Background: an optimization exercise with open tools, aiming at small area, a short achievable clock period and few clock cycles. Do not read the settings as production practice. RTL that was checked went through simulation tests only; none was proved equivalent to the original. Function not checked in runs 1, 2, 6 and 7: the RTL went through the layout flow alone. Power and IR drop assume default switching activity.

===== flow/run.sh =====
#!/bin/bash
# synth_recipe.tcl (not shown) runs the flow's synth.tcl, then flattens the netlist and writes it again
# the make line also repeats each setting of config.mk as NAME=value (left out here)
make -C /OpenROAD-flow-scripts/flow DESIGN_CONFIG=/design/flow/config.mk WORK_HOME=/design/flow/orfs CLKGATE_MAP_FILE= SYNTH_SCRIPT=/design/flow/synth_recipe.tcl finish

===== flow/config.mk =====
export PLATFORM = sky130hd
export DESIGN_NAME = cfu_mac
export DESIGN_NICKNAME = cfu_mac
export VERILOG_FILES = /design/flow/design.v
export SDC_FILE = /design/flow/constraint.sdc
export NUM_CORES = 4
export LEC_CHECK = 0
export CAP_MARGIN = 20
export CORE_MARGIN = 2
export CORE_UTILIZATION = 40
export SLEW_MARGIN = 20

===== flow/constraint.sdc =====
create_clock -name core_clock -period 10.0 [get_ports {clk_i}]
set_input_delay 2.0000 -clock core_clock [delete_from_list [all_inputs] [get_ports {clk_i}]]
set_output_delay 2.0000 -clock core_clock [all_outputs]
set_load 0.01 [all_outputs]

===== flow/design.v =====
package cfu_mac_pkg;
  typedef enum logic [2:0] {
    OP_NOP  = 3'd0,
    OP_MAC  = 3'd1,
    OP_MACU = 3'd2,
    OP_RDL  = 3'd3,
    OP_RDH  = 3'd4,
    OP_CLR  = 3'd5,
    OP_WR   = 3'd6,
    OP_RSVD = 3'd7
  } op_e;
  typedef enum logic [1:0] {
    StIdle,
    StBusy,
    StDone
  } state_e;
  localparam int unsigned CtrlOpLsb  = 0;
  localparam int unsigned CtrlOpW    = 3;
  localparam int unsigned CtrlIdxLsb = 3;
  localparam int unsigned CtrlIdxW   = 5;
endpackage
module cfu_mac_mul_iter (
  input  logic [63:0] ws_i,      
  input  logic [3:0]  one_i,     
  input  logic [3:0]  two_i,     
  input  logic [3:0]  neg_i,     
  input  logic        e4_i,      
  input  logic [1:0]  k_i,       
  output logic [4:0][63:0] row_o
);
  for (genvar j = 0; j < 4; j++) begin : g_row
    logic [63:0] m, lo_ok, hi_ok, top, cst, nin;
    always_comb begin
      for (int i = 0; i < 64; i++) begin
        m[i]     = (one_i[j] && (i >= 2 * j) && ws_i[(i >= 2 * j) ? i - 2 * j : 0]) ||
                   (two_i[j] && (i >= 2 * j + 1) && ws_i[(i >= 2 * j + 1) ? i - 2 * j - 1 : 0]);
        lo_ok[i] = (i >= 2 * j + 8 * k_i);
        hi_ok[i] = (i <= 2 * j + 8 * k_i + ((j == 0) ? 35 : 33));
        top[i]   = (i == 2 * j + 8 * k_i + ((j == 0) ? 35 : 33));
        cst[i]   = 1'b0;
        if (j == 0) begin
          cst[i] = (i == 8 * k_i + 36) || (i == 8 * k_i + 38) || (i >= 8 * k_i + 41);
        end
        nin[i]   = 1'b0;
        if (j != 0) nin[i] = (i == 2 * j - 2 + 8 * k_i) && neg_i[j-1];
      end
    end
    assign row_o[j] = (lo_ok & hi_ok & ({64{neg_i[j]}} ^ m ^ top)) | cst | nin;
  end
  logic [63:0] m4, lo4, hi4, top4, nin4;
  always_comb begin
    for (int i = 0; i < 64; i++) begin
      m4[i]   = e4_i && (i >= 8) && ws_i[(i >= 8) ? i - 8 : 0];
      lo4[i]  = (i >= 8 + 8 * k_i);
      hi4[i]  = (i <= 40 + 8 * k_i);
      top4[i] = (i == 40 + 8 * k_i);
      nin4[i] = (i == 6 + 8 * k_i) && neg_i[3];
    end
  end
  assign row_o[4] = (lo4 & hi4 & (m4 ^ top4)) | nin4;
endmodule
module cfu_mac #(
  parameter int unsigned XLEN    = 32,
  parameter int unsigned NUM_ACC = 4,
  parameter int unsigned MUL_BPC = 4,
  parameter int unsigned CTRL_W  = 8
) (
  input  logic              clk_i,
  input  logic              rst_ni,
  input  logic              stall_i,
  input  logic              valid_i,
  input  logic [CTRL_W-1:0] cfu_ctrl_i,
  input  logic [XLEN-1:0]   src1_i,
  input  logic [XLEN-1:0]   src2_i,
  output logic              stall_o,
  output logic [XLEN-1:0]   rslt_o
);
  logic [2:0]  op;
  logic [1:0]  idx;
  logic        is_mac, sgn, is_wr, is_clr, is_rdh, rd_any;
  logic [31:0] a, b;
  assign op     = cfu_ctrl_i[2:0];
  assign idx    = cfu_ctrl_i[4:3];
  assign a      = src1_i;
  assign b      = src2_i;
  assign is_mac = (op == cfu_mac_pkg::OP_MAC) || (op == cfu_mac_pkg::OP_MACU);
  assign sgn    = (op == cfu_mac_pkg::OP_MAC);
  assign is_wr  = (op == cfu_mac_pkg::OP_WR);
  assign is_clr = (op == cfu_mac_pkg::OP_CLR);
  assign is_rdh = (op == cfu_mac_pkg::OP_RDH);
  assign rd_any = is_mac || (op == cfu_mac_pkg::OP_RDL) || is_clr || is_rdh;
  logic [3:0] fits_a, fits_b, need;
  assign fits_a[0] = 1'b0;
  assign fits_b[0] = 1'b0;
  for (genvar c = 1; c < 4; c++) begin : g_fit
    assign fits_a[c] = sgn ? ((&a[31:c*8-1]) || !(|a[31:c*8-1])) : !(|a[31:c*8]);
    assign fits_b[c] = sgn ? ((&b[31:c*8-1]) || !(|b[31:c*8-1])) : !(|b[31:c*8]);
  end
  assign need = ~(fits_a | fits_b);
  logic       use_a;   
  logic [1:0] k_q;     
  logic       more;    
  assign use_a = |(fits_a & ~fits_b);
  always_comb begin
    case (k_q)
      2'd0:    more = need[1];
      2'd1:    more = need[2];
      2'd2:    more = need[3];
      default: more = 1'b0;
    endcase
  end
  logic [7:0] ach, bch;
  logic [3:0] one_a, two_a, neg_a, one_b, two_b, neg_b;
  logic [3:0] one, two, neg;
  logic       e4;
  assign ach = a[k_q*8 +: 8];
  assign bch = b[k_q*8 +: 8];
  function automatic logic [11:0] booth(input logic [7:0] c);
    logic [8:0]  x;
    logic [2:0]  t;
    logic [11:0] r;
    x = {c, 1'b0};
    for (int j = 0; j < 4; j++) begin
      t = x[2*j +: 3];
      r[j]     = t[1] ^ t[0];
      r[4 + j] = (t == 3'b100) || (t == 3'b011);
      r[8 + j] = t[2];
    end
    booth = r;
  endfunction
  assign {neg_a, two_a, one_a} = booth(ach);
  assign {neg_b, two_b, one_b} = booth(bch);
  assign one = is_mac ? (use_a ? one_a : one_b) : 4'b0;
  assign two = is_mac ? (use_a ? two_a : two_b) : 4'b0;
  assign neg = is_mac ? (use_a ? neg_a : neg_b) : 4'b0;
  assign e4  = is_mac && (use_a ? ach[7] : bch[7]) && !(sgn && !more);
  logic [63:0] ws_a, ws_b, ws;
  assign ws_a = {{32{sgn && a[31]}}, a} << (8 * k_q);
  assign ws_b = {{32{sgn && b[31]}}, b} << (8 * k_q);
  assign ws   = use_a ? ws_b : ws_a;
  logic [4:0][63:0] row;
  cfu_mac_mul_iter u_mul (
    .ws_i  (ws),
    .one_i (one),
    .two_i (two),
    .neg_i (neg),
    .e4_i  (e4),
    .k_i   (k_q),
    .row_o (row)
  );
  logic [63:0]        acc_q [NUM_ACC];
  logic [NUM_ACC-1:0] z_q;
  logic [63:0]        acc_rd, acc_in;
  always_comb begin
    acc_rd = '0;
    for (int i = 0; i < NUM_ACC; i++) begin
      if (idx == 2'(i) && !z_q[i]) acc_rd = acc_rd | acc_q[i];
    end
  end
  assign acc_in = is_wr  ? {b, a} :
                  is_rdh ? {acc_rd[63:32], acc_rd[63:32]} : acc_rd;
  function automatic logic [127:0] csa(input logic [63:0] x, input logic [63:0] y,
                                       input logic [63:0] z);
    logic [63:0]  s, c;
    logic [127:0] r;
    s = x ^ y ^ z;
    c = ((x & y) | (x & z) | (y & z)) << 1;
    r = {c, s};
    csa = r;
  endfunction
  logic [63:0] s1, c1, s2, c2, s3, c3, s4, c4, sum;
  assign {c1, s1} = csa(row[0], row[1], row[2]);
  assign {c2, s2} = csa(row[3], row[4], acc_in);
  assign {c3, s3} = csa(s1, c1, s2);
  assign {c4, s4} = csa(s3, c3, c2);
  assign sum      = s4 + c4;
  assign stall_o = is_mac && more;
  assign rslt_o  = rd_any ? sum[31:0] : '0;
  logic wr_any, clr_any;
  assign wr_any  = valid_i && ((is_mac && (more || !stall_i)) || (is_wr && !stall_i));
  assign clr_any = valid_i && is_clr && !stall_i;
  for (genvar i = 0; i < NUM_ACC; i++) begin : g_acc
    always_ff @(posedge clk_i) begin
      if (wr_any && idx == 2'(i)) acc_q[i] <= sum;
    end
    always_ff @(posedge clk_i or negedge rst_ni) begin
      if (!rst_ni) begin
        z_q[i] <= 1'b1;
      end else if (wr_any && idx == 2'(i)) begin
        z_q[i] <= 1'b0;
      end else if (clr_any && idx == 2'(i)) begin
        z_q[i] <= 1'b1;
      end
    end
  end
  always_ff @(posedge clk_i or negedge rst_ni) begin
    if (!rst_ni) begin
      k_q <= '0;
    end else if (valid_i && is_mac && more) begin
      k_q <= k_q + 2'd1;
    end else if (!stall_i) begin
      k_q <= '0;
    end
  end
endmodule

==> results of run 1 <==
registers in the layout, indices dropped and copies added, names as in the netlist:
register and count:
z_q 4, acc_q 256, k_q 2
layout make-up:
type                       count  area, um^2
inverter                     218         818
antenna                        6        15.0
clock buffer                  35         727
timing repair buffer         966        8100
tap                          931        1160
fill                        6051       29600
clock inverter                16         153
multi-input combinational   2100       20300
sequential                   262        7850
stage by stage:
stage	setup slack (ns)	cell area, um^2	util, %
floorplan	-0.103	28300	-
detailed placement	-2.19	35800	52.1
global route	-1.20	39100	56.9
CTS	-0.874	37700	54.9
global placement	-2.07	35800	52.1
finish	-1.02	39100	57.0
timing repair:
| item | 4_1_cts | 5_1_grt |
|---|---|---|
| gates cloned | 0 | 1 |
| setup buffers | 45 | 53 |
| resized for setup | 318 | 241 |
| setup endpoints to repair | 125 | 68 |
| pin swaps | 101 | 132 |
| hold buffers | 0 | 0 |
| endpoints found under the hold margin | 0 | 0 |
worst min path at each step:
stage	startpoint	to	slack (ns)	cells past startpoint
floorplan	z_q[0]	z_q[0]	0.50	1
global placement	z_q[0]	z_q[0]	0.51	1
detailed placement	z_q[0]	z_q[0]	0.51	1
CTS	z_q[0]	z_q[0]	0.52	1
global route	z_q[0]	z_q[0]	0.53	1
finish	z_q[0]	z_q[0]	0.52	1
Yosys cell counts, types with 9 or more instances:
cell type,instances
a211oi_1,13
a21o_1,53
a21oi_1,160
a221oi_1,32
a222oi_1,10
a22o_1,26
a22oi_1,99
a31oi_1,16
and2_1,41
and3_1,15
buf_1,21
buf_2,41
buf_4,11
clkbuf_1,115
edfxtp_1,256
fa_1,231
ha_1,92
inv_1,215
mux2_2,27
mux2i_1,80
mux4_2,37
nand2_1,214
nand2b_1,43
nand3_1,48
nand4_1,25
nor2_1,91
nor2b_1,13
nor3_1,36
nor4_1,9
o211ai_1,17
o21a_1,11
o21ai_0,110
o22ai_1,156
or3_1,34
xnor2_1,136
xor2_1,105
metal layers:
metal	track usage, %	wire (um)	vias up
met1	47.4	53400	13800
met3	8.26	11500	303
met2	58.2	60300	1317
met5	0	16	-
li1	-	-	11700
met4	17.8	7660	2
where the power goes:
group / internal [mW] / switching, mW / total (mW)
combinational: 4.09 / 4.64 / 8.73
clock: 0.569 / 0.418 / 0.987
sequential: 1.92 / 0.0320 / 1.95
critical path, delay by kind of cell:
family	cells	cell delay (ns)
XOR/XNOR	2	0.43
AO/OA/AOI/OAI	7	1.15
buffers and inverters	9	1.09
adder cells (fa/ha/maj)	4	1.92
multiplexers	1	0.33
AND/OR/NAND/NOR	9	2.07
cell families (layout without fill, tap and decap cells):
family / after synthesis / count (layout) / share of synthesized area [%]
buf+inv: 410 / 1235 / 6.05
compound gates: 784 / 784 / 18.9
other cells: 1 / 7 / 0.0135
flops: 262 / 262 / 28.3
mux: 156 / 156 / 7.82
xor+xnor: 241 / 241 / 7.60
fa+ha+maj: 323 / 323 / 20.8
simple gates: 595 / 595 / 10.6
==> flow_summary.ini, run 1 <==
[cts]
insertion_delay_ns = 0.56
numCtsBuffers = 28
clock_sinks = 262
cts_tree = done
cts-root-buf = clkbuf_16
clk_path_buf_depth = 3
clk_pin_slew_ns = 0.05
cts_max_level = 1

[sta]
fin_setup_tns_ns = -23.32
maxSlewViolCount = 0
period_needed_ns = 11.02
fmax_mhz = 90.8
worst_slew_pin_slew_ns = 1.27
rsz0062_at_grt = yes
setup_ws_ns = -1.02
hold_violations = 0
whs_ns = 0.524
slew_headroom_pct = 15.0
skew_ns = 0.0213
fin_crit_sh_pct = 110
setup_violations = 65

[yosys]
synth.largest_area_cell = edfxtp_1
synth-seq-area-share_pct = 28.3
async_reset_ff_share_pct = 2.29
synthCells = 2772
synth_cell_type_count = 94
synth_ff_type = edfxtp_1
yosys_warnings = 3
ys_ff_latch = 262
synth_fp_nets = 3171
synthesis.area_um2 = 27800
synth_edf_count = 256
synth.area.top_cells = edfxtp_1 (28%), fa_1 (17%), xnor2_1 (4.3%), ha_1 (4.1%), o22ai_1 (3.5%)
synth_top_area_share_pct = 27.7
synth_area_per_cell_um2 = 10.0

[worst_setup_path]
end_kind = output pin
critPathKind = in -> out
reg2regPathDepth = 38
cp-startpoint = src2_i[25]
r2r-end = acc_q[0][57]
cp_max_fo = 6
rr_startpoint = k_q[0]
ff2ff_setup_slack_ns = 1.63
cp-start-kind = primary input
cpPeakStageDelay_ns = 0.62
timing.critical_path.to = rslt_o[31]
worstPathRequired_ns = 8.00
cp_data_arrival_time_ns = 9.02
crit_top_cell = buf_6
critPathSlowestCell = or4_4

[die]
rows = 96
die_y_um = 267
die-area_um2 = 71500
die_w_um = 267
pin_count = 109
coreArea_um2 = 68700
start_util_pct = 40.4

[status]
status = failed layout checks
failed_checks = negative setup slack

[finish]
syn2layout_area_growth_pct = 41.0
layout_commonest_cell = buf_4
instances_no_fill = 4534
nets = 3975
final_cell_mix = buf_4 (769), edfxtp_1 (256), fa_1 (217), inv_1 (199), nand2_1 (189)
final_layout_size_suffix_gt1_share_pct = 37.1

[drt]
drtAntennaViolNets = 0
firstDrtPassIters = 6
vias = 27200
avgRoutedWirePerCell_um = 29.3
routed_wl_mm = 133
first_iter_violations = 2708
drc = 0
viasPerCell = 5.99

[global_routing]
grt_pass1_vias = 27700
grt_max_degree = 65
grt_usage_pct = 36.7
antenna_found_initial = 5
overflow = 0
grt_pass1_wl_mm = 189

[power_and_ir_drop]
ir_worst_vdd_v = 0.000531
p_leak_nw = 16.2
power_mw = 11.7
power_density_nw_per_um2 = 298

[hold_path]
hp-class = reg -> reg

[place]
dp_hpwl_mm = 105
place.gp.congestion = 1.03
dp_cells = 4388
portBuffers = 105

[job]
cap_violations = 0
==> run 2, diff against run 1 <==
--- a/flow/design.v
+++ b/flow/design.v
@@ -97,9 +97,14 @@
     assign fits_b[c] = sgn ? ((&b[31:c*8-1]) || !(|b[31:c*8-1])) : !(|b[31:c*8]);
   end
-  assign need = ~(fits_a | fits_b);
   logic       use_a;   
   logic [1:0] k_q;     
   logic       more;    
-  assign use_a = |(fits_a & ~fits_b);
+  logic a8, b8, a16, b16;
+  assign a8    = ((&a[15:8]) || !(|a[15:8])) && (sgn ? (a[8] == a[7]) : !a[8]);
+  assign b8    = ((&b[15:8]) || !(|b[15:8])) && (sgn ? (b[8] == b[7]) : !b[8]);
+  assign a16   = ((&a[23:16]) || !(|a[23:16])) && (sgn ? (a[16] == a[15]) : !a[16]);
+  assign b16   = ((&b[23:16]) || !(|b[23:16])) && (sgn ? (b[16] == b[15]) : !b[16]);
+  assign use_a = (a8 && !b8) || (!b8 && a16 && !b16);
+  assign need = use_a ? ~fits_a : ~fits_b;
   always_comb begin
     case (k_q)
==> run 2 against run 1 <==
  * Still fails the layout checks on negative setup slack
  * Area after synthesis is 1.4% higher
  * Sequential share of layout area shrank 0.19 points
  * Cell count grew 1.3%
  * Sequential power is 15% higher
  * Power grew 21%
  * Sequential cell count unchanged
  * Non-clock buffer count fell by 16
  * Clock power about the same
  * Critical path type unchanged
  * Critical endpoint is now rslt_o[25]
  * Largest cell class unchanged
==> flow_summary.ini, run 2 <==
[cts]
clk_path_buf_depth = 3
numCtsBuffers = 28
cts-root-buf = clkbuf_16
cts_tree = done
cts_max_level = 1
clk_pin_slew_ns = 0.07
insertion_delay_ns = 0.59
clock_sinks = 262

[yosys]
ys_ff_latch = 262
synth_fp_nets = 3233
synth.area.top_cells = edfxtp_1 (27%), fa_1 (16%), xnor2_1 (5.9%), ha_1 (4.4%), o22ai_1 (3.1%)
synth_top_area_share_pct = 27.3
synth.largest_area_cell = edfxtp_1
synth_ff_type = edfxtp_1
synth_edf_count = 256
synthCells = 2826
async_reset_ff_share_pct = 2.29
synthesis.area_um2 = 28100
yosys-top-cells-count = edfxtp_1 (256), fa_1 (231), inv_1 (221)
synth_area_per_cell_um2 = 9.95
synth_cell_type_count = 103
synth-seq-area-share_pct = 27.9
synth.most_common_cell = edfxtp_1
yosys_warnings = 3

[hold_path]
hp-class = reg -> reg

[sta]
setup_violations = 20
slew_headroom_pct = 32.0
rsz0062_at_grt = yes
worst_slew_pin_slew_ns = 1.01
period_needed_ns = 10.95
whs_ns = 0.529
skew_ns = 0.0148
hold_violations = 0
fmax_mhz = 91.4
fin_crit_sh_pct = 109
setup_ws_ns = -0.946
maxSlewViolCount = 0

[finish]
final_cell_mix = buf_4 (737), edfxtp_1 (256), fa_1 (226), inv_1 (208), nand2_1 (205)
layout_commonest_cell = buf_4
final_layout_size_suffix_gt1_share_pct = 36.8
biggestRegsByFlops = acc_q (256), z_q (4), k_q (2)
fillCellCount = 6079
antenna_cells = 0
syn2layout_area_growth_pct = 40.4
instances_no_fill = 4591
largest_reg_flops = 256
top_register = acc_q
nets = 4038

[global_routing]
grt_max_degree = 65
grt_pass1_wl_mm = 184
grt_pass1_vias = 27300
grt_usage_pct = 34.1
antenna_found_initial = 6
overflow = 0

[drt]
viasPerCell = 5.85
vias = 26900
drc = 0
routed_wl_mm = 126
avgRoutedWirePerCell_um = 27.5
first_iter_violations = 2779
top_layer = met5
firstDrtPassIters = 6
drtAntennaViolNets = 0
m1WireLength_mm = 53.1
route.met3.wl_mm = 10.9
wl_met2_mm = 56.1

[die]
die_y_um = 269
pin_count = 109
die_w_um = 269
start_util_pct = 40.3
die-area_um2 = 72500
coreArea_um2 = 69800
rows = 97

[power_and_ir_drop]
p_leak_nw = 15.9
power_density_nw_per_um2 = 359
combPwrFrac_pct = 77.1
switching_share_pct = 44.7
p_int_mw = 7.84
power_mw = 14.2
ir_worst_vdd_v = 0.000481
switching_power_mw = 6.34
power_frac_seq_pct = 15.8
clock_power_share_pct = 7.1

[place]
dp_cells = 4433
place.gp.congestion = 1.04
portBuffers = 105
dp_hpwl_mm = 100

[worst_setup_path]
cp_data_arrival_time_ns = 8.95
cp_max_fo = 6
critPathSlowestCell = or4b_4
path_buf_inv = 9
cp_top_family = adder cells
critPathKind = in -> out
cp-start-kind = primary input
end_kind = output pin
worstPathRequired_ns = 8.00
cpPeakStageDelay_ns = 0.60
crit_top_cell = buf_4

[status]
status = failed layout checks
failed_checks = negative setup slack

[job]
cap_violations = 0
==> run 2: cell count changes in the layout (fill, tap and decap cells not counted), moves of 25 or more <==
cell and delta:
buf_4 -32, mux2i_4 +25, xnor2_1 +60, or3_1 -31
nor2_1 +49, xor2_1 -37
==> run 2: worst register-to-register path, delay by kind of cell, from the launching register on <==
kind,cells,cell delay (ns)
flip-flops,1,0.82
multiplexers,3,0.97
XOR/XNOR,2,0.28
buffers and inverters,9,1.43
AO/OA/AOI/OAI,7,1.57
adder cells (fa/ha/maj),5,2.15
AND/OR/NAND/NOR,5,1.22
==> run 2: worst paths after layout <==
check | start | to | slack (ns) | depth (start not counted)
hold / removal | z_q[0] | z_q[0] | 0.53 | 2
setup / recovery | src2_i[13] | rslt_o[25] | -0.95 | 31
hold reg to reg | z_q[0] | z_q[0] | 0.53 | 2
min in group asynchronous | rst_ni | k_q[1] | 1.68 | 1
setup reg to reg | k_q[0] | acc_q[1][61] | 1.32 | 31
max in group asynchronous | rst_ni | z_q[0] | 8.02 | 1
==> run 2: what timing repair did <==
item / CTS / global route
hold buffers: 0 / 0
resized for setup: 465 / 138
setup buffers: 88 / 33
cloned: 0 / 0
endpoints found under the hold margin: 0 / 0
pin swaps: 135 / 107
setup endpoints to repair: 68 / 91
==> run 2: cell families after synthesis <==
kind of cell	after synthesis	synth area share (%)
AOI/OAI and AO/OA	763	18.5
muxes	169	8.07
xor gates and xnor gates	253	7.88
and+or+nand+nor	648	11.0
other	1	0.0133
DFF	262	27.9
buffers and inverters	399	5.76
adders and majority gates	331	20.9
==> run 2: area by class of cell <==
type | count | area, um^2 | area share [%]
Inverter | 224 | 846 | 2.14
Sequential cell | 262 | 7850 | 19.9
Timing Repair Buffer | 950 | 8130 | 20.6
Multi-Input combinational cell | 2165 | 20600 | 52.2
Clock buffer | 31 | 712 | 1.80
Tap cell | 940 | 1180 | 2.98
Clock inverter | 19 | 175 | 0.443
==> run 2: routing by layer <==
metal	vias up	global-route usage, %
li1	11800	-
met1	13500	47.8
met2	1285	52.8
met3	243	5.63
met4	6	13.3
met5	-	0
==> run 2: power groups by stage <==
stage,Combinational [mW],Clock [mW],Sequential (mW)
5_1_grt,11.6,1.07,2.25
2_1_floorplan,4.47,0,2.24
4_1_cts,10.3,1.03,2.24
3_5_place_dp,9.26,0,2.26
3_3_place_gp,9.13,0,2.25
6_report,10.9,1.01,2.24
==> run 2: stage by stage <==
| step | setup TNS (ns) | setup WS (ns) | cell area, um^2 | util (%) |
|---|---|---|---|---|
| floorplan | -1.57 | -0.379 | 28400 | - |
| global placement | -86.43 | -2.09 | 35900 | 51.4 |
| detailed placement | -93.11 | -2.13 | 35900 | 51.4 |
| CTS | -10.53 | -0.859 | 38800 | 55.6 |
| global route | -16.79 | -1.14 | 39500 | 56.6 |
| finish | -11.76 | -0.946 | 39500 | 56.6 |
==> run 3, diff against run 2 <==
--- a/flow/design.v
+++ b/flow/design.v
@@ -78,5 +78,5 @@
   logic [2:0]  op;
   logic [1:0]  idx;
-  logic        is_mac, sgn, is_wr, is_clr, is_rdh, rd_any;
+  logic        is_mac, sgn, is_wr, is_clr, is_rdh;
   logic [31:0] a, b;
   assign op     = cfu_ctrl_i[2:0];
@@ -89,5 +89,4 @@
   assign is_clr = (op == cfu_mac_pkg::OP_CLR);
   assign is_rdh = (op == cfu_mac_pkg::OP_RDH);
-  assign rd_any = is_mac || (op == cfu_mac_pkg::OP_RDL) || is_clr || is_rdh;
   logic [3:0] fits_a, fits_b, need;
   assign fits_a[0] = 1'b0;
@@ -100,4 +99,6 @@
   logic [1:0] k_q;     
   logic       more;    
+  logic       ph_q;    
+  logic       pl_q;    
   logic a8, b8, a16, b16;
   assign a8    = ((&a[15:8]) || !(|a[15:8])) && (sgn ? (a[8] == a[7]) : !a[8]);
@@ -136,8 +137,10 @@
   assign {neg_a, two_a, one_a} = booth(ach);
   assign {neg_b, two_b, one_b} = booth(bch);
-  assign one = is_mac ? (use_a ? one_a : one_b) : 4'b0;
-  assign two = is_mac ? (use_a ? two_a : two_b) : 4'b0;
-  assign neg = is_mac ? (use_a ? neg_a : neg_b) : 4'b0;
-  assign e4  = is_mac && (use_a ? ach[7] : bch[7]) && !(sgn && !more);
+  logic dig_en;
+  assign dig_en = is_mac && !(ph_q && pl_q);
+  assign one = dig_en ? (use_a ? one_a : one_b) : 4'b0;
+  assign two = dig_en ? (use_a ? two_a : two_b) : 4'b0;
+  assign neg = dig_en ? (use_a ? neg_a : neg_b) : 4'b0;
+  assign e4  = dig_en && (use_a ? ach[7] : bch[7]) && !(sgn && !more);
   logic [63:0] ws_a, ws_b, ws;
   assign ws_a = {{32{sgn && a[31]}}, a} << (8 * k_q);
@@ -156,5 +159,6 @@
   logic [63:0]        acc_q [NUM_ACC];
   logic [NUM_ACC-1:0] z_q;
-  logic [63:0]        acc_rd, acc_in;
+  logic [63:0]        acc_rd, xrow, sum;
+  logic [63:0]        ps_q, pc_q;
   always_comb begin
     acc_rd = '0;
@@ -163,6 +167,6 @@
     end
   end
-  assign acc_in = is_wr  ? {b, a} :
-                  is_rdh ? {acc_rd[63:32], acc_rd[63:32]} : acc_rd;
+  assign sum  = ps_q + pc_q;
+  assign xrow = ph_q ? sum : acc_rd;
   function automatic logic [127:0] csa(input logic [63:0] x, input logic [63:0] y,
                                        input logic [63:0] z);
@@ -174,18 +178,35 @@
     csa = r;
   endfunction
-  logic [63:0] s1, c1, s2, c2, s3, c3, s4, c4, sum;
+  logic [63:0] s1, c1, s2, c2, s3, c3, s4, c4;
   assign {c1, s1} = csa(row[0], row[1], row[2]);
-  assign {c2, s2} = csa(row[3], row[4], acc_in);
+  assign {c2, s2} = csa(row[3], row[4], xrow);
   assign {c3, s3} = csa(s1, c1, s2);
   assign {c4, s4} = csa(s3, c3, c2);
-  assign sum      = s4 + c4;
-  assign stall_o = is_mac && more;
-  assign rslt_o  = rd_any ? sum[31:0] : '0;
-  logic wr_any, clr_any;
-  assign wr_any  = valid_i && ((is_mac && (more || !stall_i)) || (is_wr && !stall_i));
-  assign clr_any = valid_i && is_clr && !stall_i;
+  always_ff @(posedge clk_i) begin
+    ps_q <= s4;
+    pc_q <= c4;
+  end
+  logic done;
+  assign done    = ph_q && pl_q;
+  assign stall_o = is_mac && !done;
+  always_comb begin
+    if (ph_q) begin
+      rslt_o = sum[31:0];
+    end else if (op == cfu_mac_pkg::OP_RDL || is_clr) begin
+      rslt_o = acc_rd[31:0];
+    end else if (is_rdh) begin
+      rslt_o = acc_rd[63:32];
+    end else begin
+      rslt_o = '0;
+    end
+  end
+  logic        wr_any, clr_any;
+  logic [63:0] wdata;
+  assign wr_any  = valid_i && !stall_i && ((is_mac && done) || is_wr);
+  assign clr_any = valid_i && !stall_i && is_clr;
+  assign wdata   = ph_q ? sum : {b, a};
   for (genvar i = 0; i < NUM_ACC; i++) begin : g_acc
     always_ff @(posedge clk_i) begin
-      if (wr_any && idx == 2'(i)) acc_q[i] <= sum;
+      if (wr_any && idx == 2'(i)) acc_q[i] <= wdata;
     end
     always_ff @(posedge clk_i or negedge rst_ni) begin
@@ -201,9 +222,15 @@
   always_ff @(posedge clk_i or negedge rst_ni) begin
     if (!rst_ni) begin
-      k_q <= '0;
-    end else if (valid_i && is_mac && more) begin
-      k_q <= k_q + 2'd1;
+      ph_q <= 1'b0;
+      pl_q <= 1'b0;
+      k_q  <= '0;
+    end else if (valid_i && is_mac && !done) begin
+      ph_q <= 1'b1;
+      pl_q <= !more;
+      if (more) k_q <= k_q + 2'd1;
     end else if (!stall_i) begin
-      k_q <= '0;
+      ph_q <= 1'b0;
+      pl_q <= 1'b0;
+      k_q  <= '0;
     end
   end
==> run 3 against run 2 <==
  * Now clean on timing, DRC and antenna
  * First-iteration DRC count rose by 21%
  * Non-clock buffer count is 760 lower
  * Wire length shrank 6.2%
  * Design area is 11% lower
  * Hold slack better by 0.023 ns
  * Sequential cell count grew 128
  * Sequential power shrank 3%
  * Clock-buffer cell count increased by 21
  * Critical endpoint is now ps_q[26]
  * Largest power group unchanged
==> flow_summary.ini, run 3 <==
[global_routing]
grt_pass1_vias = 25100
antenna_found_initial = 7
overflow = 0
grt_max_degree = 69
grt_pass1_wl_mm = 173
grt_usage_pct = 28.7

[finish]
fillCellCount = 7545
syn2layout_area_growth_pct = 11.0
nets = 3533
instances_no_fill = 4213
final_layout_size_suffix_gt1_share_pct = 9.49
final_cell_mix = nand2_1 (256), edfxtp_1 (256), inv_1 (249), fa_1 (231), a21oi_1 (206)
top_register = acc_q
final_util_pct = 44.6
largest_reg_flops = 256
finalInstanceArea_um2 = 35000
biggestRegsByFlops = acc_q (256), ps_q (64), pc_q (62)

[worst_setup_path]
cp_max_fo = 34
cp-start-kind = primary input
worstPathRequired_ns = 10.46
r2r-end = ps_q[24]
ff2ff_setup_slack_ns = 3.77
cp_data_arrival_time_ns = 8.65
timing.critical_path.to = ps_q[26]
end_kind = flop
reg2regPathDepth = 16
rr_startpoint = ps_q[2]
cp-startpoint = cfu_ctrl_i[0]
critPathKind = in -> reg

[sta]
fin_setup_tns_ns = 0
worst_slew_pin_slew_ns = 1.22
setup_violations = 0
setup_ws_ns = 1.81
rsz0062_at_grt = no
slew_headroom_pct = 18.5
period_needed_ns = 8.19
maxSlewViolCount = 0
fmax_mhz = 122
skew_ns = 0.0233
whs_ns = 0.553
hold_violations = 0
fin_crit_sh_pct = 81.9

[job]
cap_violations = 0

[drt]
drtAntennaViolNets = 0
routed_wl_mm = 118
drc = 0
avgRoutedWirePerCell_um = 28.1
firstDrtPassIters = 6
viasPerCell = 6.20
first_iter_violations = 3351
vias = 26100

[cts]
numCtsBuffers = 44
holdBufCountCts = 0
cts_max_level = 2
clk_pin_slew_ns = 0.06
clk_path_buf_depth = 3
cts_resized = 0
cts_tree = done
postCtsSetupBuffers = 0
insertion_delay_ns = 0.60
clock_sinks = 390
cts-root-buf = clkbuf_16

[yosys]
synth_area_per_cell_um2 = 10.1
synth.most_common_cell = nand2_1
synth_cell_type_count = 103
synth_fp_nets = 3532
synth_edf_count = 256
yosys_warnings = 3
synth_ff_type = edfxtp_1
ys_ff_latch = 390
synth.largest_area_cell = edfxtp_1
synth-seq-area-share_pct = 33.0
synthesis.area_um2 = 31600
synth.area.top_cells = edfxtp_1 (24%), fa_1 (15%), dfxtp_1 (8.0%), o22ai_1 (4.0%), ha_1 (3.9%)
synthCells = 3126
yosys-top-cells-count = nand2_1 (258), edfxtp_1 (256), inv_1 (249)
async_reset_ff_share_pct = 2.05
synth_top_area_share_pct = 24.3

[place]
place.gp.congestion = 0.977
pre_cts_slack_ns = 1.25
placed_cell_area_um2 = 33600
portBuffers = 105
dp_cells = 4130
dp_hpwl_mm = 88.6

[die]
die_w_um = 285
coreArea_um2 = 78600
start_util_pct = 40.2
die_y_um = 285
die-area_um2 = 81200
rows = 103
pin_count = 109

[status]
status = finished clean

[power_and_ir_drop]
power_density_nw_per_um2 = 235
p_leak_nw = 13.5
power_mw = 8.25
ir_worst_vdd_v = 0.000180

[hold_path]
hp-class = reg -> reg
## run 3: changes by cell type after synthesis, sizes merged, moves of 28 or more
cell	before	now
mux2i	113	75
o22ai	138	204
nor2	164	116
nand3	67	30
or3	3	31
a21oi	165	208
and2	53	16
nand2	218	259
clkbuf	105	144
dfxtp	0	126
xnor2	190	129
## run 3: area by class of cell
| cell class | count | area (um^2) | share of cell area [%] |
|---|---|---|---|
| Antenna cell | 2 | 5.00 | 0.0143 |
| Multi-Input combinational cell | 2249 | 19200 | 54.9 |
| Clock inverter | 28 | 234 | 0.668 |
| Tap cell | 1050 | 1310 | 3.75 |
| Timing Repair Buffer | 190 | 1740 | 4.96 |
| Clock buffer | 52 | 1160 | 3.32 |
| Inverter | 252 | 946 | 2.70 |
| Sequential cell | 390 | 10400 | 29.7 |
## run 3: cell families (layout without fill, tap and decap cells)
| family | count (synthesis) | count (layout) | share of synthesized area, % |
|---|---|---|---|
| compound gates | 928 | 928 | 19.5 |
| xor+xnor | 203 | 203 | 5.63 |
| fa+ha+maj | 330 | 330 | 18.6 |
| buf+inv | 487 | 522 | 6.55 |
| flops | 390 | 390 | 33.0 |
| mux | 152 | 152 | 7.11 |
| other cells | 1 | 3 | 0.0119 |
| simple gates | 635 | 635 | 9.71 |
## run 3: how the worst min path moves through the flow
| stage | from | endpoint | slack, ns | cells after the start |
|---|---|---|---|---|
| floorplan | pl_q | pl_q | 0.50 | 1 |
| CTS | z_q[0] | z_q[0] | 0.56 | 2 |
| global route | z_q[0] | z_q[0] | 0.58 | 2 |
| detailed placement | z_q[0] | z_q[0] | 0.55 | 2 |
| finish | z_q[0] | z_q[0] | 0.55 | 2 |
| global placement | z_q[0] | z_q[0] | 0.54 | 2 |
## run 3: layer usage
layer | share of wire, % | vias to the layer above | global-route usage [%] | wire length, um
met4 | 6.6 | 0 | 16.0 | 7790
li1 | - | 11400 | - | -
met5 | 0 | - | 0 | 0
met1 | 39 | 12900 | 38.6 | 46700
met3 | 11 | 305 | 7.00 | 13000
met2 | 43 | 1510 | 42.5 | 50800
## run 3: report_power, final
part	switching, mW	total (mW)	internal (mW)
registers	0.0882	2.17	2.08
logic	2.97	4.50	1.53
clock network	0.700	1.59	0.890
## run 3: critical path, stage by stage
cell and delay (ns):
clkdlybuf4s50_1 0.66, or3b_1 0.59, or4_1 0.58, a2111o_1 0.41
and3_4 0.25, nor2_8 0.52, mux4_4 0.79, mux2i_1 0.77
o22ai_1 0.20, o22a_1 0.25, fa_1 0.51, fa_1 0.54
inv_1 0.05, fa_1 0.51
Testbench counts of run 3, summed over its fixed seeds: cycles 9,624.
==> run 4, diff against run 3 <==
--- a/flow/config.mk
+++ b/flow/config.mk
@@ -9,3 +9,4 @@
 export CORE_MARGIN = 2
 export CORE_UTILIZATION = 40
+export SETUP_SLACK_MARGIN = 4.5
 export SLEW_MARGIN = 20
==> run 4 against run 3 <==
  * Still clean on timing, DRC and antenna
  * Cell count up 9.7%
  * Wire length up 21%
  * Worst setup slack better by 1.4 ns
  * Global-route usage up 4.3 points
  * Sequential power about the same
  * Power up 14%
  * Die area unchanged
  * Critical path depth up 3
==> flow_summary.ini, run 4 <==
[cts]
clk_path_buf_depth = 3
cts-root-buf = clkbuf_16
holdBufCountCts = 0
cts_max_level = 2
cts_tree = done
clk_pin_slew_ns = 0.06
insertion_delay_ns = 0.61
clock_sinks = 390
numCtsBuffers = 43

[die]
die_w_um = 285
rows = 103
coreArea_um2 = 78600
die_y_um = 285
start_util_pct = 40.2
pin_count = 109
die-area_um2 = 81200

[yosys]
synth-seq-area-share_pct = 33.0
synthCells = 3126
synthesis.area_um2 = 31600
synth_cell_type_count = 103
synth_ff_type = edfxtp_1
async_reset_ff_share_pct = 2.05
yosys_warnings = 3
yosys-top-cells-count = nand2_1 (258), edfxtp_1 (256), inv_1 (249)
synth_fp_nets = 3532
synth_top_area_share_pct = 24.3
synth.largest_area_cell = edfxtp_1
ys_ff_latch = 390
synth.most_common_cell = nand2_1
synth_edf_count = 256
synth_area_per_cell_um2 = 10.1
synth.area.top_cells = edfxtp_1 (24%), fa_1 (15%), dfxtp_1 (8.0%), o22ai_1 (4.0%), ha_1 (3.9%)

[power_and_ir_drop]
power_density_nw_per_um2 = 214
combPwrFrac_pct = 60.2
ir_worst_vdd_v = 0.000183
clock_power_share_pct = 16.7
p_int_mw = 5.04
power_frac_seq_pct = 23.2
switching_power_mw = 4.35
p_leak_nw = 16.7
switching_share_pct = 46.3

[worst_setup_path]
reg2regPathDepth = 19
cpPeakStageDelay_ns = 0.57
cp_data_arrival_time_ns = 7.33
path_buf_inv = 4
worstPathRequired_ns = 10.56
cp_max_fo = 5
critPathSlowestCell = mux4_2
worstPathCellList = buf_12, or4_4, or4_4, a2111o_1, and3_4, nor2_4, buf_6, mux4_2, mux2i_4, buf_12, o221a_1, o21ai_0, and3_1, fa_1, fa_1, inv_1, fa_2
end_kind = flop
cp_num_cells = 17
critPathKind = in -> reg
cp-start-kind = primary input
cp_top_family = simple AND/OR/NAND/NOR gates

[global_routing]
grt_usage_pct = 33.0
overflow = 0
grt_max_degree = 76
antenna_found_initial = 7
grt_pass1_wl_mm = 196
grt_pass1_vias = 28300

[finish]
layout_commonest_cell = edfxtp_1
largest_reg_flops = 256
nets = 3941
seqCellArea_um2 = 10400
top_register = acc_q
biggestRegsByFlops = acc_q (256), ps_q (64), pc_q (62)
syn2layout_area_growth_pct = 38.8
final_util_pct = 55.8
fillCellCount = 6470
final_cell_mix = edfxtp_1 (256), buf_4 (244), nand2_1 (222), inv_1 (203), fa_1 (139)
final_layout_size_suffix_gt1_share_pct = 38.3
multiInputGateArea_um2 = 23200

[place]
dp_hpwl_mm = 90.8
portBuffers = 105
place.gp.congestion = 0.978
pre_cts_slack_ns = 1.40

[drt]
vias = 29900
drc = 0
drtAntennaViolNets = 0
routed_wl_mm = 143
avgRoutedWirePerCell_um = 30.8
firstDrtPassIters = 10
first_iter_violations = 4225
viasPerCell = 6.46

[sta]
worst_slew_pin_slew_ns = 1.13
setup_violations = 0
rsz0062_at_grt = yes
setup_ws_ns = 3.22
skew_ns = 0.0291
slew_headroom_pct = 23.9
fin_crit_sh_pct = 67.8
maxSlewViolCount = 0
fin_setup_tns_ns = 0
hold_violations = 0
fmax_mhz = 148
period_needed_ns = 6.78

[hold_path]
hp-class = reg -> reg
whs_path_depth = 2

[job]
cap_violations = 0

[status]
status = finished clean
==> run 4: cell count changes in the layout (fill, tap and decap cells not counted), moves of 46 or more <==
cell	delta
fa_1	-92
a22oi_2	+80
inv_1	-46
buf_4	+164
buf_6	+119
clkdlybuf4s50_1	-68
a21oi_1	-76
buf_12	+78
fa_2	+92
o22ai_1	-101
a21oi_2	+54
a22oi_1	-80
o22ai_2	+63
==> run 4: kinds of logic (layout without fill, tap and decap cells) <==
logic type / after synthesis / after routing / share of synthesized area [%]
fa+ha+maj: 330 / 330 / 18.6
mux: 152 / 157 / 7.11
other cells: 1 / 3 / 0.0119
compound gates: 928 / 932 / 19.5
simple gates: 635 / 643 / 9.71
xor+xnor: 203 / 203 / 5.63
flops: 390 / 390 / 33.0
buf+inv: 487 / 914 / 6.55
==> run 4: path summary, 6_finish.rpt <==
kind                       slack [ns]  endpoint       start
setup / recovery                 3.22  ps_q[35]  src1_i[17]
hold / removal                   0.57    z_q[3]      z_q[3]
setup reg to reg                 3.57  ps_q[40]     pc_q[7]
hold reg to reg                  0.57    z_q[3]      z_q[3]
max in group asynchronous        7.87    k_q[1]      rst_ni
min in group asynchronous        1.75      ph_q      rst_ni
==> run 4: timing repair <==
item / 4_1_cts / 5_1_grt
gates resized for setup: 789 / 374
buffers inserted: 255 / 121
endpoints found under the hold margin: 0 / 0
endpoints found under the setup margin: 162 / 158
pin swaps: 298 / 286
gates cloned: 36 / 9
==> run 4: area by class of cell <==
| cell class | count | share of cell area (%) |
|---|---|---|
| diodes | 2 | 0.0114 |
| clock buffers | 56 | 2.59 |
| inverters | 252 | 2.19 |
| well taps | 1050 | 3.00 |
| multi-input cells | 2266 | 52.9 |
| repair buffers | 582 | 15.0 |
| clock inverters | 24 | 0.485 |
| flip-flops and latches | 390 | 23.8 |
==> run 4: power groups by stage <==
stage / Clock, mW / Sequential [mW] / Combinational [mW]
CTS: 1.58 / 2.17 / 5.12
finish: 1.56 / 2.17 / 5.65
global route: 1.64 / 2.19 / 5.98
global placement: 0 / 2.19 / 4.54
detailed placement: 0 / 2.20 / 4.55
floorplan: 0 / 2.17 / 2.85
==> run 4: per-stage QoR <==
stage / std cells / hold slack (ns) / cell area [um^2] / total power [mW]
floorplan: 3126 / 0.497 / 32400 / 5.01
global placement: 4119 / 0.553 / 34300 / 6.73
detailed placement: 4119 / 0.549 / 34300 / 6.74
CTS: 4490 / 0.564 / 40900 / 8.87
global route: 4620 / 0.607 / 43800 / 9.80
finish: 4622 / 0.571 / 43800 / 9.38
==> run 4: routing by layer <==
metal	track usage, %	wire length (um)
met1	40.8	50500
met3	12.1	20100
met4	21.9	11800
met2	48.4	60100
met5	0	90
==> run 4: worst reg2reg max path: cells and delay by family (launching register included) <==
| kind | cells | cell delay, ns |
|---|---|---|
| adder cells (fa/ha/maj) | 4 | 2.06 |
| buffers and inverters | 5 | 0.55 |
| AND/OR/NAND/NOR | 1 | 0.25 |
| AO/OA/AOI/OAI | 8 | 2.84 |
| flip-flops | 1 | 0.31 |
| XOR/XNOR | 1 | 0.36 |
==> run 5, diff against run 4 <==
--- a/flow/config.mk
+++ b/flow/config.mk
@@ -9,4 +9,4 @@
 export CORE_MARGIN = 2
 export CORE_UTILIZATION = 40
-export SETUP_SLACK_MARGIN = 4.5
+export SETUP_SLACK_MARGIN = 3
 export SLEW_MARGIN = 20
==> run 5 against run 4 <==
  * Still clean
  * Register-to-register slack better by 0.27 ns
  * Wire length is 15% lower
  * Largest cell class unchanged
  * Sequential share of layout area grew 5.0 points
  * Non-clock buffer count is 353 lower
  * Area after synthesis unchanged
  * Combinational power down about 20%
  * Critical path depth stayed put
  * Power is 11% lower
  * Via count shrank 11%
  * Hold slack worse by 0.0024 ns
  * Critical path type unchanged
  * Sequential power hardly changed
==> flow_summary.ini, run 5 <==
[status]
status = finished clean

[yosys]
synth.largest_area_cell = edfxtp_1
ys_ff_latch = 390
synthMuxAreaShare_pct = 7.11
synthSimpleGateAreaFrac_pct = 9.71
synthesis.area_um2 = 31600
synth_compound_area_share_pct = 19.5
synthCells = 3126
yosys_warnings = 3
synth.most_common_cell = nand2_1
synth_top_area_share_pct = 24.3
synth.area.top_cells = edfxtp_1 (24%), fa_1 (15%), dfxtp_1 (8.0%), o22ai_1 (4.0%), ha_1 (3.9%)
synth-xor-area-share_pct = 5.63
synth_edf_count = 256
synth_area_per_cell_um2 = 10.1
yosys-top-cells-count = nand2_1 (258), edfxtp_1 (256), inv_1 (249)
synth_fa_ha_area_share_pct = 18.6
synth_ff_type = edfxtp_1
synth_fp_nets = 3532
synth_top_family_by_area = compound AO/OA/AOI/OAI gates
async_reset_ff_share_pct = 2.05
synth-seq-area-share_pct = 33.0
synth_cell_type_count = 103

[global_routing]
grt_pass1_vias = 25200
grt_pass1_wl_mm = 174
antenna_found_initial = 6
gr-usage-met3_pct = 7.06
use_met1_pct = 38.3
met2_usage_pct = 43.0
overflow = 0
grt_max_degree = 98
grt_usage_pct = 29.0
grt-busiest-layer = met2

[drt]
drc = 0
firstDrtPassIters = 6
avgRoutedWirePerCell_um = 28.3
drtAntennaViolNets = 0
first_iter_violations = 3579
routed_wl_mm = 121
viasPerCell = 6.21
vias = 26500

[cts]
cts_max_level = 2
holdBufCountCts = 0
clk_path_buf_depth = 3
insertion_delay_ns = 0.61
cts_tree = done
cts-root-buf = clkbuf_16
clk_pin_slew_ns = 0.06
clock_sinks = 390
numCtsBuffers = 45

[worst_setup_path]
cp_data_arrival_time_ns = 7.42
critPathKind = in -> reg
cp-start-kind = primary input
worstPathRequired_ns = 10.45
cp_max_fo = 7
end_kind = flop

[place]
place.gp.congestion = 1.00
portBuffers = 105
dp_hpwl_mm = 88.0

[die]
die-area_um2 = 81200
start_util_pct = 40.2
die_y_um = 285
die_w_um = 285
pin_count = 109
rows = 103
coreArea_um2 = 78600

[power_and_ir_drop]
p_leak_nw = 13.8
power_mw = 8.31
ir_worst_vdd_v = 0.000156
power_density_nw_per_um2 = 230

[finish]
final_layout_size_suffix_gt1_share_pct = 13.5
nets = 3579
layout_commonest_cell = edfxtp_1
top_register = acc_q
largest_reg_flops = 256
syn2layout_area_growth_pct = 14.4
final_cell_mix = edfxtp_1 (256), nand2_1 (254), inv_1 (246), fa_1 (229), o22ai_1 (201)
biggestRegsByFlops = acc_q (256), ps_q (64), pc_q (62)

[sta]
skew_ns = 0.0298
fin_crit_sh_pct = 69.7
worst_slew_pin_slew_ns = 1.14
slew_headroom_pct = 23.2
fin_setup_tns_ns = 0
maxSlewViolCount = 0
setup_violations = 0
period_needed_ns = 6.97
rsz0062_at_grt = yes
fmax_mhz = 144
hold_violations = 0

[job]
cap_violations = 0

[hold_path]
hp-class = reg -> reg
-- run 5: cell counts after synthesis --
Identical to the previous run, type by type.
-- run 5: final timing paths --
kind | from | to | slack (ns) | cells past startpoint
worst max-delay path | src1_i[23] | pc_q[47] | 3.03 | 17
worst max register to register | ps_q[35] | ps_q[56] | 3.84 | 15
min in group asynchronous | rst_ni | ph_q | 1.77 | 1
worst min-delay path | z_q[1] | z_q[1] | 0.57 | 2
max in group asynchronous | rst_ni | ph_q | 7.81 | 1
worst min register to register | z_q[1] | z_q[1] | 0.57 | 2
-- run 5: cell type report --
cell class / instances / area (um^2)
well taps: 1050 / 1310
inverters: 252 / 947
diodes: 1 / 2.50
repair buffers: 229 / 2120
flip-flops and latches: 390 / 10400
fillers: 7477 / 42500
clock inverters: 25 / 258
clock buffers: 56 / 1220
multi-input cells: 2255 / 19900
-- run 5: per-layer routing --
metal	routed length, um	vias up
met1	47300	13100
li1	-	11400
met2	51700	1529
met5	53	-
met4	8500	8
met3	13000	333
-- run 5: worst max-delay path, cell delays in order --
cell and delay (ns):
buf_4 0.15, or4_4 0.54, or4_4 0.49, a2111o_1 0.46, and3_4 0.27, nor2_8 0.14, buf_12 0.13, mux4_4 0.69
mux2i_4 0.30, buf_6 0.20, o22ai_2 0.08, xor2_1 0.14, nand2_1 0.10, fa_1 0.59, fa_1 0.59, inv_2 0.05
fa_1 0.48
-- run 5: cell families (layout without fill, tap and decap cells) --
group | Yosys count | in the layout
xor gates and xnor gates | 203 | 203
AOI/OAI and AO/OA | 928 | 928
other | 1 | 2
muxes | 152 | 152
adders and majority gates | 330 | 330
DFF | 390 | 390
buffers and inverters | 487 | 562
and+or+nand+nor | 635 | 641
-- run 5: per-stage QoR --
stage	setup WS [ns]	std cells	hold slack, ns	instance area, um^2	utilization [%]
5_1_grt	2.94	4257	0.589	36100	46.0
6_report	3.03	4258	0.569	36100	46.0
3_3_place_gp	1.14	4118	0.554	33600	42.8
3_5_place_dp	1.10	4120	0.553	33600	42.8
4_1_cts	2.88	4232	0.569	35700	45.5
2_1_floorplan	2.84	3126	0.497	31700	-
-- run 5: where the power goes --
part	switching (mW)	internal (mW)	total, mW	leakage [nW]
Combinational	2.96	1.54	4.50	9.69
Clock	0.691	0.951	1.64	0.711
Sequential	0.0904	2.08	2.17	3.45
Total	3.74	4.57	8.31	13.8
-- run 5: what timing repair did --
| action | in CTS | in global routing |
|---|---|---|
| cloned | 5 | 4 |
| setup buffers | 26 | 21 |
| endpoints found under the setup margin | 155 | 141 |
| resized for setup | 96 | 72 |
| pin swaps | 8 | 19 |
==> run 6, diff against run 5 <==
--- a/flow/design.v
+++ b/flow/design.v
@@ -102,8 +102,8 @@
   logic       pl_q;    
   logic a8, b8, a16, b16;
-  assign a8    = ((&a[15:8]) || !(|a[15:8])) && (sgn ? (a[8] == a[7]) : !a[8]);
-  assign b8    = ((&b[15:8]) || !(|b[15:8])) && (sgn ? (b[8] == b[7]) : !b[8]);
-  assign a16   = ((&a[23:16]) || !(|a[23:16])) && (sgn ? (a[16] == a[15]) : !a[16]);
-  assign b16   = ((&b[23:16]) || !(|b[23:16])) && (sgn ? (b[16] == b[15]) : !b[16]);
+  assign a8    = (&a[15:8]) || !(|a[15:8]);
+  assign b8    = (&b[15:8]) || !(|b[15:8]);
+  assign a16   = (&a[23:16]) || !(|a[23:16]);
+  assign b16   = (&b[23:16]) || !(|b[23:16]);
   assign use_a = (a8 && !b8) || (!b8 && a16 && !b16);
   assign need = use_a ? ~fits_a : ~fits_b;
@@ -143,8 +143,8 @@
   assign neg = dig_en ? (use_a ? neg_a : neg_b) : 4'b0;
   assign e4  = dig_en && (use_a ? ach[7] : bch[7]) && !(sgn && !more);
-  logic [63:0] ws_a, ws_b, ws;
-  assign ws_a = {{32{sgn && a[31]}}, a} << (8 * k_q);
-  assign ws_b = {{32{sgn && b[31]}}, b} << (8 * k_q);
-  assign ws   = use_a ? ws_b : ws_a;
+  logic [31:0] wid;
+  logic [63:0] ws;
+  assign wid = use_a ? b : a;
+  assign ws  = {{32{sgn && wid[31]}}, wid} << (8 * k_q);
   logic [4:0][63:0] row;
   cfu_mac_mul_iter u_mul (
@@ -168,5 +168,5 @@
   end
   assign sum  = ps_q + pc_q;
-  assign xrow = ph_q ? sum : acc_rd;
+  assign xrow = ph_q ? sum : (is_wr ? {b, a} : acc_rd);
   function automatic logic [127:0] csa(input logic [63:0] x, input logic [63:0] y,
                                        input logic [63:0] z);
@@ -187,9 +187,10 @@
     pc_q <= c4;
   end
-  logic done;
+  logic done, slow;
+  assign slow    = is_mac || is_wr;
   assign done    = ph_q && pl_q;
-  assign stall_o = is_mac && !done;
-  always_comb begin
-    if (ph_q) begin
+  assign stall_o = slow && !done;
+  always_comb begin
+    if (ph_q && is_mac) begin
       rslt_o = sum[31:0];
     end else if (op == cfu_mac_pkg::OP_RDL || is_clr) begin
@@ -203,7 +204,7 @@
   logic        wr_any, clr_any;
   logic [63:0] wdata;
-  assign wr_any  = valid_i && !stall_i && ((is_mac && done) || is_wr);
+  assign wr_any  = valid_i && !stall_i && slow && done;
   assign clr_any = valid_i && !stall_i && is_clr;
-  assign wdata   = ph_q ? sum : {b, a};
+  assign wdata   = sum;
   for (genvar i = 0; i < NUM_ACC; i++) begin : g_acc
     always_ff @(posedge clk_i) begin
@@ -225,8 +226,8 @@
       pl_q <= 1'b0;
       k_q  <= '0;
-    end else if (valid_i && is_mac && !done) begin
+    end else if (valid_i && slow && !done) begin
       ph_q <= 1'b1;
-      pl_q <= !more;
-      if (more) k_q <= k_q + 2'd1;
+      pl_q <= !(more && is_mac);
+      if (more && is_mac) k_q <= k_q + 2'd1;
     end else if (!stall_i) begin
       ph_q <= 1'b0;
--- a/flow/config.mk
+++ b/flow/config.mk
@@ -9,4 +9,4 @@
 export CORE_MARGIN = 2
 export CORE_UTILIZATION = 40
-export SETUP_SLACK_MARGIN = 3
+export SETUP_SLACK_MARGIN = 4
 export SLEW_MARGIN = 20
==> run 6 against run 5 <==
  * Clock-buffer cell count down 4
  * Via count up 8.8%
  * Largest power group unchanged
  * Wire length up 14%
==> flow_summary.ini, run 6 <==
[yosys]
synthesis.area_um2 = 31500
synthCells = 3084
synth_edf_count = 256
yosys-top-cells-count = edfxtp_1 (256), nand2_1 (249), fa_1 (231)
synth.most_common_cell = edfxtp_1
synth-seq-area-share_pct = 33.1
synth.area.top_cells = edfxtp_1 (24%), fa_1 (15%), dfxtp_1 (8.0%), xnor2_1 (4.4%), ha_1 (3.6%)
synth_cell_type_count = 93
synth_ff_type = edfxtp_1
synth_fp_nets = 3482
async_reset_ff_share_pct = 2.05
yosys_warnings = 3
synth_top_area_share_pct = 24.4
ys_ff_latch = 390
synth_area_per_cell_um2 = 10.2
synth.largest_area_cell = edfxtp_1

[place]
dp_cells = 4075
dp_hpwl_mm = 91.0
place.gp.congestion = 1.00
portBuffers = 105

[cts]
numCtsBuffers = 45
insertion_delay_ns = 0.63
cts-root-buf = clkbuf_16
clk_pin_slew_ns = 0.06
cts_tree = done
cts_max_level = 2
clock_sinks = 390
holdBufCountCts = 0
clk_path_buf_depth = 3

[finish]
nets = 3724
seqCellArea_um2 = 10400
final_util_pct = 51.3
largest_reg_flops = 256
final_cell_mix = edfxtp_1 (256), nand2_1 (239), fa_1 (226), inv_1 (214), buf_4 (207)
instances_no_fill = 4405
final_layout_size_suffix_gt1_share_pct = 23.7
biggestRegsByFlops = acc_q (256), ps_q (64), pc_q (62)
top_register = acc_q
layout_commonest_cell = edfxtp_1
syn2layout_area_growth_pct = 26.7
fillCellCount = 6832
multiInputGateArea_um2 = 21600

[global_routing]
grt_usage_pct = 32.3
overflow = 0
antenna_found_initial = 4
grt_pass1_wl_mm = 191
grt_pass1_vias = 27200
grt_max_degree = 129

[drt]
first_iter_violations = 4469
routed_wl_mm = 137
viasPerCell = 6.54
drtAntennaViolNets = 0
vias = 28800
avgRoutedWirePerCell_um = 31.1
firstDrtPassIters = 12
drc = 0

[die]
rows = 102
die_w_um = 285
start_util_pct = 40.5
pin_count = 109
coreArea_um2 = 77700
die-area_um2 = 81000
die_y_um = 285

[sta]
fmax_mhz = 164
setup_violations = 0
fin_crit_sh_pct = 61.0
maxSlewViolCount = 0
slew_headroom_pct = 10.5
rsz0062_at_grt = yes
fin_setup_tns_ns = 0
worst_slew_pin_slew_ns = 1.34
skew_ns = 0.0268
period_needed_ns = 6.10
hold_violations = 0

[status]
status = finished clean

[power_and_ir_drop]
power_frac_seq_pct = 25.8
p_leak_nw = 15.1
ir_worst_vdd_v = 0.000146
power_density_nw_per_um2 = 247
p_int_mw = 5.31
combPwrFrac_pct = 57.6
switching_power_mw = 4.53
switching_share_pct = 46.0
clock_power_share_pct = 16.6

[worst_setup_path]
cp_max_fo = 7
worstPathRequired_ns = 10.49
cp-start-kind = primary input
critPathKind = in -> reg
end_kind = flop
cp_data_arrival_time_ns = 6.59

[hold_path]
hp-class = reg -> reg

[job]
cap_violations = 0
## run 6: changes by cell type after synthesis, sizes merged, moves of 21 or more
cell	before	now
nor2	116	189
a221oi	21	88
a22oi	131	75
or3	31	8
xor2	74	53
a21oi	208	171
xnor2	129	159
a22o	22	64
inv	251	222
o22ai	204	128
mux2	37	11
o221ai	12	34
a211oi	14	62
## run 6: layout make-up
type	instances	area share [%]
timing repair buffer	412	10.9
inverter	222	2.09
sequential	390	26.1
tap	1040	3.26
multi-input combinational	2255	54.0
clock inverter	32	0.699
clock buffer	52	2.89
antenna	2	0.0125
## run 6: stage by stage
stage / cell area, um^2 / total power [mW] / setup slack, ns / hold WS [ns]
global route: 39900 / 10.4 / 3.86 / 0.555
CTS: 38400 / 9.53 / 3.83 / 0.528
floorplan: 31500 / 5.85 / 3.75 / 0.482
detailed placement: 33500 / 7.59 / 1.70 / 0.519
finish: 39900 / 9.84 / 3.90 / 0.531
global placement: 33500 / 7.54 / 1.72 / 0.516
## run 6: cells by family (layout without fill, tap and decap cells)
logic type / count (synthesis) / in the layout / synth area share [%]
AO/OA/AOI/OAI: 900 / 902 / 20.3
XOR/XNOR: 212 / 212 / 5.90
adder cells (fa/ha/maj): 322 / 322 / 18.3
buffers and inverters: 449 / 718 / 5.87
flip-flops: 390 / 390 / 33.1
multiplexers: 149 / 155 / 6.92
other: 1 / 3 / 0.0119
AND/OR/NAND/NOR: 661 / 663 / 9.61
## run 6: path summary, 6_finish.rpt
kind	startpoint	end	slack, ns	depth (start not counted)
worst max-delay path	src2_i[21]	ps_q[28]	3.90	18
worst min-delay path	ps_q[0]	acc_q[3][0]	0.53	0
worst max register to register	ps_q[32]	ps_q[61]	4.19	14
worst min register to register	ps_q[0]	acc_q[3][0]	0.53	0
max in group asynchronous	rst_ni	z_q[3]	8.02	1
min in group asynchronous	rst_ni	k_q[0]	1.67	1
## run 6: power groups by stage
stage / clock (mW) / sequential (mW) / combinational, mW
floorplan: 0 / 2.52 / 3.33
global placement: 0 / 2.56 / 4.98
detailed placement: 0 / 2.57 / 5.03
CTS: 1.65 / 2.53 / 5.35
global route: 1.71 / 2.56 / 6.12
finish: 1.63 / 2.54 / 5.67
## run 6: routing by layer
metal	track usage (%)	part of all wire, %
met5	0	0.024
met4	15.9	7.0
met3	11.2	14
met2	46.6	41
met1	42.9	38
## run 6: timing repair
| action | in CTS | in global routing |
|---|---|---|
| resized for setup | 522 | 240 |
| pin swaps | 55 | 102 |
| cloned | 17 | 9 |
| buffers inserted | 136 | 81 |
| endpoints found under the setup margin | 159 | 140 |
## run 6: critical path, stage by stage
cell and delay (ns):
buf_2 0.28, nand4_1 0.27, o221a_4 0.34, o21ai_4 0.24, buf_6 0.14, buf_12 0.12
buf_12 0.13, mux4_2 0.52, buf_4 0.17, mux2i_4 0.20, buf_12 0.16, buf_16 0.11
o22ai_2 0.07, xnor2_1 0.27, fa_2 0.50, fa_1 0.54, inv_1 0.05, fa_1 0.45
==> run 7, diff against run 6 <==
--- a/flow/config.mk
+++ b/flow/config.mk
@@ -9,4 +9,4 @@
 export CORE_MARGIN = 2
 export CORE_UTILIZATION = 40
-export SETUP_SLACK_MARGIN = 4
+export SETUP_SLACK_MARGIN = 3
 export SLEW_MARGIN = 20
==> run 7 against run 6 <==
  * Die area unchanged
  * Hold slack better by 0.0012 ns
  * Clock-buffer cell count unchanged
  * Clock power about the same
  * Sequential power about the same
  * Area after synthesis unchanged
  * Non-clock buffer count down 212
  * First-iteration DRC count down 19%
  * Power down 4.8%
  * Global-route usage down 2.2 points
  * Critical endpoint is now ps_q[39]
==> flow_summary.ini, run 7 <==
[place]
place.gp.congestion = 1.00
portBuffers = 105
dp_hpwl_mm = 91.0

[finish]
multiInputGateArea_um2 = 19800
layout_commonest_cell = edfxtp_1
antenna_cells = 0
seqCellArea_um2 = 10400
syn2layout_area_growth_pct = 13.3
final_cell_mix = edfxtp_1 (256), nand2_1 (249), fa_1 (231), inv_1 (220), nor2_1 (175)
top_register = acc_q
fillCellCount = 7279
final_layout_size_suffix_gt1_share_pct = 11.6
biggestRegsByFlops = acc_q (256), ps_q (64), pc_q (62)
largest_reg_flops = 256
nets = 3505

[cts]
cts_tree = done
cts_max_level = 2
clk_pin_slew_ns = 0.06
clock_sinks = 390
clk_path_buf_depth = 3
insertion_delay_ns = 0.60
numCtsBuffers = 45
cts-root-buf = clkbuf_16

[status]
status = finished clean

[worst_setup_path]
worstPathRequired_ns = 10.47
cp-start-kind = primary input
reg2regPathDepth = 15
timing.critical_path.to = ps_q[39]
cp_data_arrival_time_ns = 7.45
worstPathCellList = clkdlybuf4s50_1, nand4_1, nor3_2, o221a_2, o21ai_4, buf_12, buf_4, mux2i_1, mux4_2, o22ai_1, xor2_1, nand2_1, fa_1, fa_1, inv_1, fa_1
critPathSlowestCell = clkdlybuf4s50_1
cp-startpoint = src1_i[22]
cp_num_cells = 16
cpPeakStageDelay_ns = 0.89
crit_top_cell = fa_1
r2r-end = ps_q[54]
path_buf_inv = 4
cp_top_family = adder cells
ff2ff_setup_slack_ns = 4.01
cp_max_fo = 10
end_kind = flop
critPathKind = in -> reg
rr_startpoint = ps_q[2]

[drt]
vias = 26700
viasPerCell = 6.39
firstDrtPassIters = 9
drtAntennaViolNets = 0
avgRoutedWirePerCell_um = 29.7
drc = 0
routed_wl_mm = 124
first_iter_violations = 3607

[global_routing]
grt_pass1_vias = 25700
grt_usage_pct = 30.0
grt_pass1_wl_mm = 179
overflow = 0
grt_max_degree = 129
antenna_found_initial = 5

[sta]
rsz0062_at_grt = yes
fmax_mhz = 143
slew_headroom_pct = 20.6
skew_ns = 0.0196
worst_slew_pin_slew_ns = 1.19
maxSlewViolCount = 0
setup_violations = 0
period_needed_ns = 6.99
fin_setup_tns_ns = 0
fin_crit_sh_pct = 69.9
hold_violations = 0

[power_and_ir_drop]
power_mw = 9.36
p_leak_nw = 13.3
power_density_nw_per_um2 = 262
ir_worst_vdd_v = 0.000147

[yosys]
synthCells = 3084
synth_fp_nets = 3482
synth_ff_type = edfxtp_1
synthesis.area_um2 = 31500
ys_ff_latch = 390
synth_edf_count = 256
synth.area.top_cells = edfxtp_1 (24%), fa_1 (15%), dfxtp_1 (8.0%), xnor2_1 (4.4%), ha_1 (3.6%)
synth_top_area_share_pct = 24.4
synth_cell_type_count = 93
yosys_warnings = 3
async_reset_ff_share_pct = 2.05
synth-seq-area-share_pct = 33.1
synth.most_common_cell = edfxtp_1
yosys-top-cells-count = edfxtp_1 (256), nand2_1 (249), fa_1 (231)
synth_area_per_cell_um2 = 10.2
synth.largest_area_cell = edfxtp_1

[die]
die_w_um = 285
die-area_um2 = 81000
pin_count = 109
rows = 102
coreArea_um2 = 77700
start_util_pct = 40.5
die_y_um = 285

[hold_path]
hp-class = reg -> reg

[job]
cap_violations = 0
[run 7: cell counts after synthesis]
No cell type changed its count.
[run 7: stage by stage]
stage | hold WS, ns | utilization [%] | std cells | setup WS (ns) | instance area (um^2)
3_3_place_gp | 0.516 | 43.1 | 4075 | 1.72 | 33500
6_report | 0.533 | 45.9 | 4184 | 3.01 | 35700
3_5_place_dp | 0.519 | 43.1 | 4075 | 1.70 | 33500
2_1_floorplan | 0.482 | - | 3084 | 3.75 | 31500
5_1_grt | 0.553 | 45.9 | 4184 | 2.97 | 35700
4_1_cts | 0.528 | 45.5 | 4172 | 2.88 | 35400
[run 7: how the worst min path moves through the flow]
stage | depth (start not counted) | endpoint | slack (ns) | from
global placement | 0 | acc_q[3][0] | 0.52 | ps_q[0]
finish | 0 | acc_q[3][0] | 0.53 | ps_q[0]
CTS | 0 | acc_q[3][0] | 0.53 | ps_q[0]
global route | 0 | acc_q[3][0] | 0.55 | ps_q[0]
detailed placement | 0 | acc_q[2][0] | 0.52 | ps_q[0]
floorplan | 0 | acc_q[0][0] | 0.48 | ps_q[0]
[run 7: worst reg2reg max path: cells and delay by family, from the launching register on]
family | cells | cell delay [ns]
simple gates | 1 | 0.49
xor+xnor | 1 | 0.49
fa+ha+maj | 5 | 2.19
buf+inv | 1 | 0.05
flops | 1 | 0.31
compound gates | 7 | 2.31
[run 7: layout make-up]
class	count	share of cell area, %
Clock buffer	52	3.23
Clock inverter	32	0.782
Inverter	222	2.34
Multi-Input combinational cell	2248	55.5
Sequential cell	390	29.2
Tap cell	1040	3.65
Timing Repair Buffer	200	5.28
[run 7: metal layers]
metal  GRT usage (%)  share of wire [%]
met1            41.1                 41
met4            12.6                5.1
met5               0                  0
met2            44.3                 42
met3            8.88                 12
[run 7: what timing repair did]
item	4_1_cts	5_1_grt
setup endpoints to repair	143	136
hold buffers	0	0
setup buffers	11	10
pin swaps	4	1
resized for setup	48	39
gates cloned	2	1
[run 7: kinds of logic (layout without fill, tap and decap cells)]
| group | Yosys count | in the layout | synth area share (%) |
|---|---|---|---|
| compound gates | 900 | 901 | 20.3 |
| simple gates | 661 | 662 | 9.61 |
| buf+inv | 449 | 506 | 5.87 |
| flops | 390 | 390 | 33.1 |
| fa+ha+maj | 322 | 322 | 18.3 |
| xor+xnor | 212 | 212 | 5.90 |
| mux | 149 | 150 | 6.92 |
| other cells | 1 | 1 | 0.0119 |
[run 7: power breakdown]
group / internal, mW / switching, mW / total [mW]
registers: 2.44 / 0.101 / 2.54
logic: 1.71 / 3.48 / 5.20
clock network: 0.914 / 0.711 / 1.63

what the ideal ports hide:
The results above use ideal ports. As a check the final layouts listed here were re-extracted and re-timed, cells and wires unchanged.
Step 1: set_driving_cell puts a clkbuf_16 on clk_i and a buf_2 on each other input, an assumption about the parent block.
Step 2 adds t to the input delays and takes it off the output delays; t is the mean of the earliest and latest rising clock arrival at the registers after step 1. Input paths then give back, and output paths get back, about the clock's delay inside the block.
Slacks: ideal ports / drivers / drivers and shift; pairs: ideal ports / drivers.
run	t (ns)	slack for setup (ns)	worst setup path at the end
run 1	0.619	-1.015 / -1.047 / -1.047	input to output
run 2	0.645	-0.946 / -0.972 / -0.972	input to output
run 3	0.658	1.808 / 1.840 / 1.182	input to register
run 4	0.661	3.223 / 3.241 / 2.580	input to register
run 5	0.659	3.034 / 3.079 / 2.419	input to register
run 6	0.688	3.902 / 3.929 / 3.256	input to register
run 7	0.663	3.014 / 3.056 / 2.393	input to register
The setup slack of run 6, which loses most, moves by +0.027 ns with the drivers and by -0.646 ns with both steps.
